Context: an optimization exercise on an open-source flow, tuned for small area, a short achievable clock period and few clock cycles per item. The choices shown serve that exercise and are no tape-out recipe. Function was checked by simulation only, so behaviour that the tests miss may differ from the original. No activity file was given, so power comes from the tool's default toggle rates.

## alpha
==> module data_mem_responder, before the edit <==
module data_mem_responder #(
    parameter int DEPTH   = 64,
    parameter int LATENCY = 0
) (
    input  logic        clk,
    input  logic        rst_n,
    input  logic        req_valid,
    output logic        req_ready,
    input  logic        req_write,
    input  logic [31:0] req_addr,
    input  logic [31:0] req_wdata,
    output logic        resp_valid,
    input  logic        resp_ready,
    output logic [31:0] resp_rdata,
    output logic        resp_err
);
    logic        s1_v;       
    logic        s1_err;     
    logic [3:0][31:0] s1_q;  
    logic        s1_ok;      
    logic        s1_hit;     
    logic        p_v;        
    logic [5:0]  p_idx;
    logic [31:0] p_wdata;
    logic        o_v, o_err;
    logic [31:0] o_rdata;
    logic        k_v, k_err;    
    logic [31:0] k_rdata;
    logic        rdy_q;
    logic        acc, adv, take, st;
    logic        in_err;
    assign in_err = (req_addr[1:0] != 2'b00) || (req_addr[31:8] != 24'd0);
    assign acc    = req_valid & rdy_q;
    assign adv    = s1_v & ~k_v;           
    assign take   = o_v & resp_ready;
    assign st     = acc & req_write & ~in_err;
    logic [31:0] mem  [64];
    logic [63:0] wrtn;
    logic [31:0] rd;
    always_ff @(posedge clk or negedge rst_n) begin
        if (!rst_n) p_v <= 1'b0;
        else        p_v <= st;
    end
    always_ff @(posedge clk) begin
        if (st) begin
            p_idx   <= req_addr[7:2];
            p_wdata <= req_wdata;
        end
    end
    always_ff @(posedge clk) begin
        if (p_v) mem[p_idx] <= p_wdata;
    end
    always_ff @(posedge clk or negedge rst_n) begin
        if (!rst_n) wrtn <= '0;
        else if (p_v) wrtn[p_idx] <= 1'b1;
    end
    logic hit;
    assign hit = p_v & (p_idx == req_addr[7:2]);
    logic [63:0] sel;
    logic [3:0][31:0] q_n;
    assign sel = 64'd1 << req_addr[7:2];
    always_comb begin
        for (int q = 0; q < 4; q++) begin
            q_n[q] = 32'd0;
            for (int i = 0; i < 16; i++)
                q_n[q] = q_n[q] | ({32{sel[16*q + i]}} & mem[16*q + i]);
        end
    end
    assign rd = (s1_hit ? p_wdata : (s1_q[0] | s1_q[1] | s1_q[2] | s1_q[3])) & {32{s1_ok}};
    logic s1_v_n, o_v_n, k_v_n;
    assign s1_v_n = acc | (s1_v & ~adv);
    assign k_v_n  = (k_v & ~take) | (adv & o_v & ~take);
    assign o_v_n  = (o_v & ~take) | k_v | adv;
    always_ff @(posedge clk or negedge rst_n) begin
        if (!rst_n) begin
            s1_v  <= 1'b0;
            o_v   <= 1'b0;
            k_v   <= 1'b0;
            rdy_q <= 1'b1;
        end else begin
            s1_v  <= s1_v_n;
            o_v   <= o_v_n;
            k_v   <= k_v_n;
            rdy_q <= ~(s1_v_n & o_v_n & k_v_n);
        end
    end
    always_ff @(posedge clk) begin
        if (acc) begin
            s1_err   <= in_err;
            s1_q     <= q_n;
            s1_ok    <= ~req_write & ~in_err & (wrtn[req_addr[7:2]] | hit);
            s1_hit   <= hit;
        end
    end
    logic o_hold, o_lk, o_lr;
    assign o_hold = o_v & ~take;
    assign o_lk   = ~o_hold & k_v;
    assign o_lr   = ~o_hold & ~k_v;
    dmem_oreg u_o (
        .clk(clk), .hold(o_hold), .lk(o_lk), .lr(o_lr),
        .k({k_err, k_rdata}), .r({s1_err, rd}), .q({o_err, o_rdata})
    );
    always_ff @(posedge clk) begin
        if (adv && o_v && !take) begin
            k_rdata <= rd;
            k_err   <= s1_err;
        end
    end
    assign req_ready  = rdy_q;
    assign resp_valid = o_v;
    assign resp_rdata = o_rdata;
    assign resp_err   = o_err;
endmodule
export LEC_CHECK = 0
export CAP_MARGIN = 20
export CORE_MARGIN = 2
export CORE_UTILIZATION = 58
export CTS_CLUSTER_DIAMETER = 100
export CTS_CLUSTER_SIZE = 24
export SETUP_SLACK_MARGIN = 2.7
export SLEW_MARGIN = 20
export SYNTH_HIERARCHICAL = 1
export SYNTH_MINIMUM_KEEP_SIZE = 0
export TNS_END_PERCENT = 10
create_clock -name core_clock -period 5.0 [get_ports {clk}]
run.sh (not shown) runs the stock make flow with config.mk's settings and CLKGATE_MAP_FILE= SYNTH_SCRIPT=/design/flow/synth_recipe.tcl, a recipe that flattens the netlist after the stock synthesis.
Testbench counts of alpha, summed over its fixed seeds: cycles 4,816, items 4,800.
Setup changes, alpha to beta
diff --git a/flow/design.v b/flow/design.v
--- a/flow/design.v
+++ b/flow/design.v
@@ -18,10 +18,6 @@
     logic        s1_err;     
     logic [3:0][31:0] s1_q;  
     logic        s1_ok;      
-    logic        s1_hit;     
-    logic        p_v;        
-    logic [5:0]  p_idx;
-    logic [31:0] p_wdata;
     logic        o_v, o_err;
     logic [31:0] o_rdata;
     logic        k_v, k_err;    
@@ -37,25 +33,13 @@
     logic [31:0] mem  [64];
     logic [63:0] wrtn;
     logic [31:0] rd;
-    always_ff @(posedge clk or negedge rst_n) begin
-        if (!rst_n) p_v <= 1'b0;
-        else        p_v <= st;
-    end
     always_ff @(posedge clk) begin
-        if (st) begin
-            p_idx   <= req_addr[7:2];
-            p_wdata <= req_wdata;
-        end
-    end
-    always_ff @(posedge clk) begin
-        if (p_v) mem[p_idx] <= p_wdata;
+        if (st) mem[req_addr[7:2]] <= req_wdata;
     end
     always_ff @(posedge clk or negedge rst_n) begin
         if (!rst_n) wrtn <= '0;
-        else if (p_v) wrtn[p_idx] <= 1'b1;
+        else if (st) wrtn[req_addr[7:2]] <= 1'b1;
     end
-    logic hit;
-    assign hit = p_v & (p_idx == req_addr[7:2]);
     logic [63:0] sel;
     logic [3:0][31:0] q_n;
     assign sel = 64'd1 << req_addr[7:2];
@@ -66,7 +50,7 @@
                 q_n[q] = q_n[q] | ({32{sel[16*q + i]}} & mem[16*q + i]);
         end
     end
-    assign rd = (s1_hit ? p_wdata : (s1_q[0] | s1_q[1] | s1_q[2] | s1_q[3])) & {32{s1_ok}};
+    assign rd = (s1_q[0] | s1_q[1] | s1_q[2] | s1_q[3]) & {32{s1_ok}};
     logic s1_v_n, o_v_n, k_v_n;
     assign s1_v_n = acc | (s1_v & ~adv);
     assign k_v_n  = (k_v & ~take) | (adv & o_v & ~take);
@@ -88,8 +72,7 @@
         if (acc) begin
             s1_err   <= in_err;
             s1_q     <= q_n;
-            s1_ok    <= ~req_write & ~in_err & (wrtn[req_addr[7:2]] | hit);
-            s1_hit   <= hit;
+            s1_ok    <= ~req_write & ~in_err & wrtn[req_addr[7:2]];
         end
     end
     logic o_hold, o_lk, o_lr;
==> notes.md <==
- Diff alpha -> beta: via count moved down, highest net fanout along the worst path shrank by 18.
- Post-route clock period utilization: beta > alpha
- Relative to alpha, portion of total power attributed to combinational logic increased by 1.0 points in beta.
- The final reports for beta and alpha show least setup slack across all paths after layout lower in the former.
- Per the comparison of beta with alpha, amount of wire on met3 after detailed routing has decreased; total wire length after detailed routing has decreased; minimum clock period has increased; fmax has decreased.
- Run comparison: beta critical path launch point req_addr[2]; alpha critical path launch point req_addr[3]
Testbench counts of beta, summed over its fixed seeds: cycles 4,816, items 4,800.


## the previous run
Another version of the RTL of data_mem_responder (not shown whole).
Size: about 4200 cells after synthesis, ~2200 flip-flops, roughly 100 I/O pins, about 0.086 mm² of cells after synthesis.
==> module data_mem_responder, before the edit <==
module data_mem_responder #(
    parameter int DEPTH   = 64,
    parameter int LATENCY = 0
) (
    input  logic        clk,
    input  logic        rst_n,
    input  logic        req_valid,
    output logic        req_ready,
    input  logic        req_write,
    input  logic [31:0] req_addr,
    input  logic [31:0] req_wdata,
    output logic        resp_valid,
    input  logic        resp_ready,
    output logic [31:0] resp_rdata,
    output logic        resp_err
);
    logic        s1_v;       
    logic        s1_err;     
    logic        s1_st;      
    logic        s1_ld;      
    logic [5:0]  s1_idx;
    logic [31:0] s1_wdata;
    logic        o_v, o_err;
    logic [31:0] o_rdata;
    logic        k_v, k_err;    
    logic [31:0] k_rdata;
    logic        rdy_q;
    logic        acc, adv, take;
    logic        in_err;
    assign in_err = (req_addr[1:0] != 2'b00) || (req_addr[31:8] != 24'd0);
    assign acc    = req_valid & rdy_q;
    assign adv    = s1_v & ~k_v;           
    assign take   = o_v & resp_ready;
    logic [31:0] mem  [64];
    logic [63:0] wrtn;
    logic [31:0] rd;
    always_ff @(posedge clk) begin
        if (adv && s1_st) mem[s1_idx] <= s1_wdata;
    end
    always_ff @(posedge clk or negedge rst_n) begin
        if (!rst_n) wrtn <= '0;
        else if (adv && s1_st) wrtn[s1_idx] <= 1'b1;
    end
    assign rd = (s1_ld && wrtn[s1_idx]) ? mem[s1_idx] : 32'd0;
    logic s1_v_n, o_v_n, k_v_n;
    assign s1_v_n = acc | (s1_v & ~adv);
    assign k_v_n  = (k_v & ~take) | (adv & o_v & ~take);
    assign o_v_n  = (o_v & ~take) | k_v | adv;
    always_ff @(posedge clk or negedge rst_n) begin
        if (!rst_n) begin
            s1_v  <= 1'b0;
            o_v   <= 1'b0;
            k_v   <= 1'b0;
            rdy_q <= 1'b1;
        end else begin
            s1_v  <= s1_v_n;
            o_v   <= o_v_n;
            k_v   <= k_v_n;
            rdy_q <= ~(s1_v_n & o_v_n & k_v_n);
        end
    end
    always_ff @(posedge clk) begin
        if (acc) begin
            s1_err   <= in_err;
            s1_st    <= req_write & ~in_err;
            s1_ld    <= ~req_write & ~in_err;
            s1_idx   <= req_addr[7:2];
            s1_wdata <= req_wdata;
        end
    end
    logic o_hold, o_load;
    assign o_hold = o_v & ~take;
    assign o_load = ~o_hold;
    dmem_oreg u_o (
        .clk(clk), .load(o_load), .hold(o_hold),
        .d(k_v ? {k_err, k_rdata} : {s1_err, rd}), .q({o_err, o_rdata})
    );
    always_ff @(posedge clk) begin
        if (adv && o_v && !take) begin
            k_rdata <= rd;
            k_err   <= s1_err;
        end
    end
    assign req_ready  = rdy_q;
    assign resp_valid = o_v;
    assign resp_rdata = o_rdata;
    assign resp_err   = o_err;
endmodule
Settings: LEC_CHECK=0, CAP_MARGIN=20, CORE_MARGIN=2, CORE_UTILIZATION=65, CTS_CLUSTER_DIAMETER=100, CTS_CLUSTER_SIZE=24, SETUP_SLACK_MARGIN=2.7, SLEW_MARGIN=20, SYNTH_HIERARCHICAL=1, SYNTH_MINIMUM_KEEP_SIZE=0; clock period 5.0 ns.
Testbench counts of the previous run, summed over its fixed seeds: cycles 4,816, items 4,800.
The following lists how the current run was set up differently from the previous run:
--- a/flow/design.v
+++ b/flow/design.v
@@ -17,8 +17,5 @@
     logic        s1_v;       
     logic        s1_err;     
-    logic        s1_st;      
-    logic        s1_ld;      
-    logic [5:0]  s1_idx;
-    logic [31:0] s1_wdata;
+    logic [63:0] s1_sel;     
     logic        o_v, o_err;
     logic [31:0] o_rdata;
@@ -26,5 +23,5 @@
     logic [31:0] k_rdata;
     logic        rdy_q;
-    logic        acc, adv, take;
+    logic        acc, adv, take, st;
     logic        in_err;
     assign in_err = (req_addr[1:0] != 2'b00) || (req_addr[31:8] != 24'd0);
@@ -32,15 +29,21 @@
     assign adv    = s1_v & ~k_v;           
     assign take   = o_v & resp_ready;
+    assign st     = acc & req_write & ~in_err;
     logic [31:0] mem  [64];
     logic [63:0] wrtn;
     logic [31:0] rd;
     always_ff @(posedge clk) begin
-        if (adv && s1_st) mem[s1_idx] <= s1_wdata;
+        if (st) mem[req_addr[7:2]] <= req_wdata;
     end
     always_ff @(posedge clk or negedge rst_n) begin
         if (!rst_n) wrtn <= '0;
-        else if (adv && s1_st) wrtn[s1_idx] <= 1'b1;
+        else if (st) wrtn[req_addr[7:2]] <= 1'b1;
     end
-    assign rd = (s1_ld && wrtn[s1_idx]) ? mem[s1_idx] : 32'd0;
+    logic [63:0] sel_n;
+    assign sel_n = (~req_write & ~in_err) ? ((64'd1 << req_addr[7:2]) & wrtn) : 64'd0;
+    always_comb begin
+        rd = 32'd0;
+        for (int i = 0; i < 64; i++) rd = rd | ({32{s1_sel[i]}} & mem[i]);
+    end
     logic s1_v_n, o_v_n, k_v_n;
     assign s1_v_n = acc | (s1_v & ~adv);
@@ -63,8 +66,5 @@
         if (acc) begin
             s1_err   <= in_err;
-            s1_st    <= req_write & ~in_err;
-            s1_ld    <= ~req_write & ~in_err;
-            s1_idx   <= req_addr[7:2];
-            s1_wdata <= req_wdata;
+            s1_sel   <= sel_n;
         end
     end
### Flow results
Via count is higher on the current run. Row met2 wire length: the current run lower / the previous run higher. Leakage dissipation delta for the current run relative to the previous run: 1.9% higher. When the final numbers for the current run and the previous run were put side by side, the compound-gate portion of the synthesized area turned out to be greater in the current run. Compared with the previous run, total routed wire length on the met1 layer in the current run increased slightly. Re fraction of the core area covered by cells at the end of the flow: the current run is 5.3 points up on the previous run. Re multiplexer share of the synthesized area: the current run is 14 points down on the previous run. Relative area of clock buffers and inverters in the final design across the current run and the previous run: no real change.
Testbench counts of the current run, summed over its fixed seeds: cycles 4,816, items 4,800.

[static timing again, ports no longer ideal]
In the flow no input, the clock included, has a driving cell. The finished layouts below were timed again as built, in two steps.
Step 1: set_driving_cell puts a clkbuf_16 on clk and a buf_2 on each other input, an assumption about the parent block.
Step 2 times the ports against the registers' clock, not the clock port: input delays grow and output delays shrink by t, the midpoint of the rising clock arrivals with the driver on.
Three values: no drivers, after step 1, after step 2; two values: the first two.
| run | t, ns | setup slack, ns | worst hold slack (ns) | latest minus earliest clock arrival (ns) |
|---|---|---|---|---|
| alpha | 0.839 | 2.477 / 2.455 / 1.678 | 0.366 / 0.314 / 0.466 | 0.033 / 0.033 |
| beta | 0.865 | 2.457 / 2.406 / 1.540 | 0.220 / 0.198 / 0.460 | 0.046 / 0.045 |
| the previous run | 0.825 | 1.879 / 1.879 / 1.681 | 0.116 / 0.082 / 0.464 | 0.032 / 0.032 |
| the current run | 0.824 | 1.353 / 1.353 / 1.353 | 0.243 / 0.182 / 0.469 | 0.039 / 0.039 |
After both steps every run listed still meets setup and hold. For beta, which loses most, drivers alone change the setup slack by -0.051 ns; drivers and shift together by -0.917 ns.
